Context: an optimization exercise on an open-source flow, tuned for a short achievable clock period and few clock cycles. The choices shown serve that exercise and are no tape-out recipe. Only simulation tests tie the RTL to the original design; equivalence was not proved.

## cpu_core
module cpu_core (
    input  logic        clk,
    input  logic        reset,
    output logic [31:0] imem_addr,
    input  logic [31:0] imem_data,
    output logic [31:0] dmem_addr,
    output logic [31:0] dmem_wdata,
    output logic        dmem_we,
    input  logic [31:0] dmem_rdata
);
Size: ~6200 cells after synthesis, ~66000 um^2 of cells after synthesis.
clock: 8.0 ns
lec_check: 0
abc_area: 0
abc_clock_period_in_ps: 2500
cap_margin: 20
cell_pad_in_sites_detail_placement: 1
cell_pad_in_sites_global_placement: 2
core_margin: 2
core_utilization: 45
place_density: 0.65
setup_slack_margin: 5
slew_margin: 20
tns_end_percent: 100
run.sh (not shown) runs the stock make flow with config.mk's settings and CLKGATE_MAP_FILE= SYNTH_SCRIPT=/design/flow/synth_recipe.tcl, a recipe that flattens the netlist after the stock synthesis.
Testbench counts at the start, summed over its fixed seeds: cycles 54,936.
Then changed:
--- a/flow/design.v
+++ b/flow/design.v
@@ -272,36 +272,38 @@
             h_cond = h_cond | ({4{h_i[i]}} & btb_cond[i]);
             h_tab  = h_tab  | ({4{h_i[i]}} & btb_tab[i]);
             h_off  = h_off  | ({24{h_i[i]}} & btb_off[i]);
             h_xsf  = h_xsf  | (h_i[i] & btb_xsf[i]);
             h_tlo  = h_tlo  | ({8{h_i[i]}} & btb_tlo[i]);
             h_toff = h_toff | ({22{h_i[i]}} & btb_toff[i]);
         end
     end
     assign hit = |h_i;
-    logic [BN-1:0] zr_k, zr_v, zr_w;
+    logic [BN-1:0] zr_k, zr_v, zr_w, zm_k, zm_v;
     always_comb begin
         for (int i = 0; i < BN; i++) begin
-            zr_k[i] = btb_zok[i] && zr_w[i] &&
-                      !(m_rw && m_wa == btb_rn[i]) &&
+            zm_k[i] = m_rw && m_wa == btb_rn[i];
+            zm_v[i] = m_res == {24'd0, btb_imm[i]};
+            zr_k[i] = btb_zok[i] && (zr_w[i] || zm_k[i]) &&
+                      !(zm_k[i] && m_ld) &&
                       !(e_rw && e_wa == btb_rn[i]) &&
                       !(d_rw && d_instr[15:12] == btb_rn[i]);
         end
     end
     logic [BN-1:0] p_i;
     logic [7:0]    h_nxt;
     always_comb begin
         h_nxt = 8'd0;
         for (int i = 0; i < BN; i++) begin
             case (btb_cond[i])
                 4'b1110: p_i[i] = 1'b1;
                 4'b0000, 4'b0001:
-                    p_i[i] = zr_k[i] ? (zr_v[i] ^ btb_cond[i][0]) :
+                    p_i[i] = zr_k[i] ? ((zm_k[i] ? zm_v[i] : zr_v[i]) ^ btb_cond[i][0]) :
                              (f_known && !btb_xsf[i]) ? btb_tab[i][{eff_n, eff_z}] :
                              btb_off[i][23];
                 4'b0100, 4'b0101:
                     p_i[i] = (f_known && !btb_xsf[i]) ? btb_tab[i][{eff_n, eff_z}] :
                              btb_off[i][23];
                 default: p_i[i] = 1'b0;
             endcase
             h_nxt = h_nxt | ({8{h_i[i]}} & (p_i[i] ? btb_tlo[i] : btb_k2[i]));
         end
@@ -486,36 +488,38 @@
             flag_z <= m_z;
         end
     end
     logic bt_present, bt_fill, bt_rule;
     always_comb begin
         bt_present = 1'b0;
         for (int i = 0; i < BN; i++)
             bt_present = bt_present | (btb_v[i] && btb_key[i] == d_pclo);
     end
-    assign bt_rule = !q_sf || (q_subf && f_ins[31:29] != 3'b010);
+    logic f_nop;
+    assign f_nop   = f_ins[27:26] == 2'b11 || !(cond_flagged(f_ins[31:28]) || f_ins[31:28] == 4'b1110);
+    assign bt_rule = !q_sf || (q_subf && f_ins[31:29] != 3'b010) || f_nop;
     logic [9:0] bt_t;
     assign bt_t = {2'b00, d_pclo} + 10'd3 + {2'b00, f_ins[7:0]};
-    assign bt_fill = d_valid && !q_brc && !stall && f_br && bt_rule && !bt_present &&
+    assign bt_fill = d_valid && !q_brc && !stall && (f_br || f_nop) && bt_rule && !bt_present &&
                      !(bs_v && bs_key == d_pclo) && fa == d_pclo + 8'd1;
     logic        bs_v, bs_xsf, bs_zok;
     logic [7:0]  bs_key, bs_k2, bs_imm;
     logic [3:0]  bs_cond, bs_rn;
     logic [23:0] bs_off;
     logic [9:0]  bs_t;
     always_ff @(posedge clk or posedge reset) begin
         if (reset) bs_v <= 1'b0;
         else       bs_v <= bt_fill;
     end
     always_ff @(posedge clk) begin
         bs_key  <= d_pclo;
         bs_k2   <= d_pclo + 8'd2;
-        bs_cond <= f_ins[31:28];
+        bs_cond <= f_nop ? 4'b1111 : f_ins[31:28];
         bs_off  <= f_ins[23:0];
         bs_xsf  <= q_sf;
         bs_t    <= bt_t;
         bs_zok  <= q_subf && d_cond == 4'b1110 && d_instr[25];
         bs_rn   <= q_rn;
         bs_imm  <= d_instr[7:0];
     end
     always_ff @(posedge clk or posedge reset) begin
         if (reset) begin
Result:
- global-route usage increases by 0.92 points
- sequential share of layout area stays flat
- hold slack hardly moves
- cell count increases slightly
- first-iteration DRC count decreases by a few percent
- via count increases slightly
Testbench counts after the change, summed over its fixed seeds: cycles 53,507.

==> port drivers added, routing unchanged <==
In the flow no input, the clock included, has a driving cell. The finished layouts below were timed again as built, in two steps. Step 1, drivers: a clkbuf_16 drives clk and a buf_2 each remaining input, both assumed. Step 2 times the ports against the registers' clock, not the clock port: input delays grow and output delays shrink by t, the midpoint of the rising clock arrivals with the driver on. Slacks: ideal / step 1 / step 2; pairs: ideal / step 1.
| run | shift t [ns] | slack for setup (ns) | worst slew at a driven data input, ns |
|---|---|---|---|
| the first run | 0.870 | 4.783 / 4.783 / 4.067 | 0.14 |
| the second run | 0.881 | 4.625 / 4.625 / 4.081 | 0.11 |
After both steps setup and hold are still met in every run listed. The setup slack of the first run, which loses most, moves by 0.000 ns with the drivers and by -0.716 ns with both steps.
